Background: an optimization exercise with open tools, aiming at small area, a short achievable clock period and few clock cycles per item. Do not read the settings as production practice. Only simulation tests tie the RTL to the original design; equivalence was not proved.

## build 91
Design taylor_cos, start of the top module:
module taylor_cos
(
   input  logic         clock,
   input  logic         reset,
   input  logic         start,
   input  logic [W-1:0] angle_in,
   output logic         ready_out,
   output logic [W-1:0] cos_out
);
==> flow/config.mk <==
export PLATFORM = sky130hd
export DESIGN_NAME = taylor_cos
export DESIGN_NICKNAME = taylor_cos
export VERILOG_FILES = /design/flow/design.v
export SDC_FILE = /design/flow/constraint.sdc
export NUM_CORES = 4
export LEC_CHECK = 0
export ABC_AREA = 1
export CAP_MARGIN = 20
export CORE_MARGIN = 2
export CORE_UTILIZATION = 40
export SLEW_MARGIN = 20
export SYNTH_HIERARCHICAL = 1
==> flow/constraint.sdc <==
create_clock -name core_clock -period 12.0 [get_ports {clock}]
set_input_delay 2.4000 -clock core_clock [delete_from_list [all_inputs] [get_ports {clock}]]
set_output_delay 2.4000 -clock core_clock [all_outputs]
set_load 0.01 [all_outputs]
standard.sh (not shown) runs the stock make flow with config.mk's settings and CLKGATE_MAP_FILE= SYNTH_SCRIPT=/design/flow/synth_recipe.tcl, a recipe that flattens the netlist after the stock synthesis.
==> flow/flow/run.sh <==
#!/bin/bash
set -euo pipefail
bash standard.sh SETUP_SLACK_MARGIN=5.5 finish > flow.log 2>&1
Build 91 reached the final stage; the timing, DRC and antenna checks on its layout passed.
Testbench counts of build 91, summed over its fixed seeds: cycles 3,072, items 512.
## Diff of input files: build 67 against build 91
==> flow/flow/run.sh <==
#!/bin/bash
set -euo pipefail
bash standard.sh SETUP_SLACK_MARGIN=5.8 finish > flow.log 2>&1
[summary]
Sort build 91 and build 67 by final core area utilization desc -> top: build 67. Build 67 -> build 91: instance count of the mapped netlist flat. Build 91 | status: complete | timing, DRC, antenna: pass. Build 67 went all the way through synthesis, placement and routing and the layout is clean on timing, DRC and antenna.
What build 40 does differently from build 67 at the input level:
==> flow/flow/run.sh <==
#!/bin/bash
set -euo pipefail
bash standard.sh SETUP_SLACK_MARGIN=5.35 "BUFFER_PORTS_ARGS=-buffer_cell sky130_fd_sc_hd__buf_1" finish > flow.log 2>&1
--- outcome ---
- Build 40: share of the clock period used by the worst path is 2.4 points higher than what build 67 reported.
- On largest driver fanout on the critical path: build 40 sits above build 67.
- Summary of the comparison: first-iteration DRC count is higher in build 40, relative to build 67.
- Summary of the comparison: inverter count of the layout excluding clock inverters is lower in build 40, relative to build 67.
- The run with more setup slack is build 67; build 40 has less.
- Lower layout overhead on the synthesized area goes to build 40 over build 67.
- Diff build 67 -> build 40: cell area decreased by 6.6% relative to the old numbers; transition at the pin with the smallest max-transition slack increased by 0.073 ns relative to the old numbers.

taylor_cos, a different RTL version from the one above (not shown whole).
Size: about 56 flip-flops, ~52 I/O pins, about 19000 sq um of cells after synthesis.
clock: 12.0 ns
lec_check: 0
abc_area: 1
cap_margin: 20
core_margin: 2
core_utilization: 65
slew_margin: 20
run.sh (not shown) runs the stock make flow with config.mk's settings and CLKGATE_MAP_FILE= SYNTH_SCRIPT=/design/flow/synth_recipe.tcl, a recipe that flattens the netlist after the stock synthesis.
Stock flow here: none of the scripts above is used.
Testbench counts at the start, summed over its fixed seeds: cycles 3,072, items 512.
Edit:
- CORE_UTILIZATION: 65 -> 40
The new run produced a clean layout. First-iteration DRC count went down by about 16%. Register-to-register slack improved by 1.1 ns.

== P ==
taylor_cos, a different RTL version from the one above (not shown whole).
For scale: roughly 2300 cells after synthesis, ~52 I/O pins, about 18000 µm² of cells after synthesis.
clock: 12.0 ns
lec_check: 0
abc_area: 1
cap_margin: 20
core_margin: 2
core_utilization: 40
place_density: 0.8
slew_margin: 20
standard.sh (not shown) runs the stock make flow with config.mk's settings and CLKGATE_MAP_FILE= SYNTH_SCRIPT=/design/flow/synth_recipe.tcl, a recipe that flattens the netlist after the stock synthesis.
==> flow/flow/run.sh <==
#!/bin/bash
set -euo pipefail
bash standard.sh SETUP_SLACK_MARGIN=5.5 finish > flow.log 2>&1
Testbench counts of P, summed over its fixed seeds: cycles 3,072, items 512.
#### Input delta (Q over P)
- removing PLACE_DENSITY (formerly 0.8)
==> flow/flow/run.sh <==
#!/bin/bash
set -euo pipefail
bash standard.sh SETUP_SLACK_MARGIN=6.5 finish > flow.log 2>&1
### Flow results
- Note that the violation count after the first detailed-route iteration recorded for Q amounts to 0.74 times the value seen in P.
- Number of clock buffers in the layout: Q vs P down 2
- The lower total met3 wirelength after detailed routing came out of Q.
- Against P, wire length in Q came out worse.
- Q closes out successfully: all stages finished, all timing, DRC and antenna checks passed.
- From Q to P, post-synthesis async set-or-reset flop share did not move at all.
- Overall global routing resource usage is lower on P
- Q: final critical-path setup slack higher than P
- Q ends up with a met2 demand-to-capacity share in global routing that is 11 points higher than in P.
#### Input delta (R over Q)
==> flow/flow/run.sh <==
#!/bin/bash
set -euo pipefail
bash standard.sh SETUP_SLACK_MARGIN=5.5 finish > flow.log 2>&1
No stage failed in R, and the final checks on the layout all came back clean.
The final reports for R and Q show layout buffering overhead excluding clock cells lower in the former.
R -> Q: final setup skew flat
Taking Q as the reference, in R logic depth of the worst path, buffers included picked up an extra 4.3%; final routed wirelength across all metal layers lost 6900 µm.
R vs. Q: met1 wire length moved down; sequential share of layout area increased by 1.2 points relative to the old numbers; met2 track utilization from global routing shrank by 2.2 points.
Input-level comparison between S and R:
- putting SETUP_SLACK_MARGIN at 5 where nothing was set
==> flow/run.sh (new file) <==
#!/bin/bash
# synth_recipe.tcl (not shown) runs the flow's synth.tcl, then flattens the netlist and writes it again
# the make line also repeats each setting of config.mk as NAME=value (left out here)
make -C /OpenROAD-flow-scripts/flow DESIGN_CONFIG=/design/flow/config.mk WORK_HOME=/design/flow/orfs CLKGATE_MAP_FILE= SYNTH_SCRIPT=/design/flow/synth_recipe.tcl finish
removed: flow/flow/run.sh
removed: flow/standard.sh
==> notes.md <==
- End point of the critical path = a_q[6]: R; end point of the critical path = a_q[19]: S
- On worst-case setup margin in the final layout: S sits below R.
- Taking R as the reference, in S wire length of the first global-routing pass now smaller, sequential share of layout area rose by 0.41 points, area of all placed cells without fillers down about 5%, final critical path time including I/O delays and setup higher.
- Clock insertion delay at the later pin of the skew report of R is on par with S.
- | met1 wire length | S vs R | about 3% lower |

-- separate check: timing with driven ports --
The results above use ideal ports. As a check the final layouts listed here were re-extracted and re-timed, cells and wires unchanged. Step 1 sets driving cells, clkbuf_16 on the clock port and buf_2 on the other inputs (assumed; they add their load-dependent delay and slew). Step 2, shift: input delay + t, output delay - t, t = (earliest + latest rising clock arrival at the registers) / 2. This alone moves slack from input paths to output paths. Slacks: ideal / step 1 / step 2; pairs: ideal / step 1.
| run | t (ns) | slack for setup (ns) | hold slack, ns | worst data-port slew with drivers (ns) | pins driven straight from the clock port |
|---|---|---|---|---|---|
| build 91 | 0.363 | 5.686 / 5.686 / 5.686 | 0.409 / 0.409 / 0.409 | 0.04 | 1 |
| build 67 | 0.361 | 5.883 / 5.883 / 5.883 | 0.417 / 0.417 / 0.417 | 0.04 | 1 |
| build 40 | 0.360 | 5.593 / 5.593 / 5.593 | 0.408 / 0.408 / 0.408 | 0.04 | 1 |
| the first run of note 2 | 0.342 | 2.950 / 2.950 / 2.950 | 0.414 / 0.414 / 0.414 | 0.04 | 1 |
| the second run of note 2 | 0.354 | 4.027 / 4.027 / 4.027 | 0.415 / 0.415 / 0.415 | 0.06 | 1 |
| P | 0.365 | 5.633 / 5.633 / 5.633 | 0.455 / 0.455 / 0.455 | 0.07 | 1 |
| Q | 0.379 | 5.860 / 5.860 / 5.860 | 0.443 / 0.443 / 0.443 | 0.05 | 1 |
| R | 0.379 | 5.638 / 5.638 / 5.638 | 0.426 / 0.426 / 0.426 | 0.05 | 1 |
| S | 0.357 | 5.102 / 5.102 / 5.102 | 0.466 / 0.466 / 0.466 | 0.04 | 1 |
After both steps setup and hold are still met in every run listed.
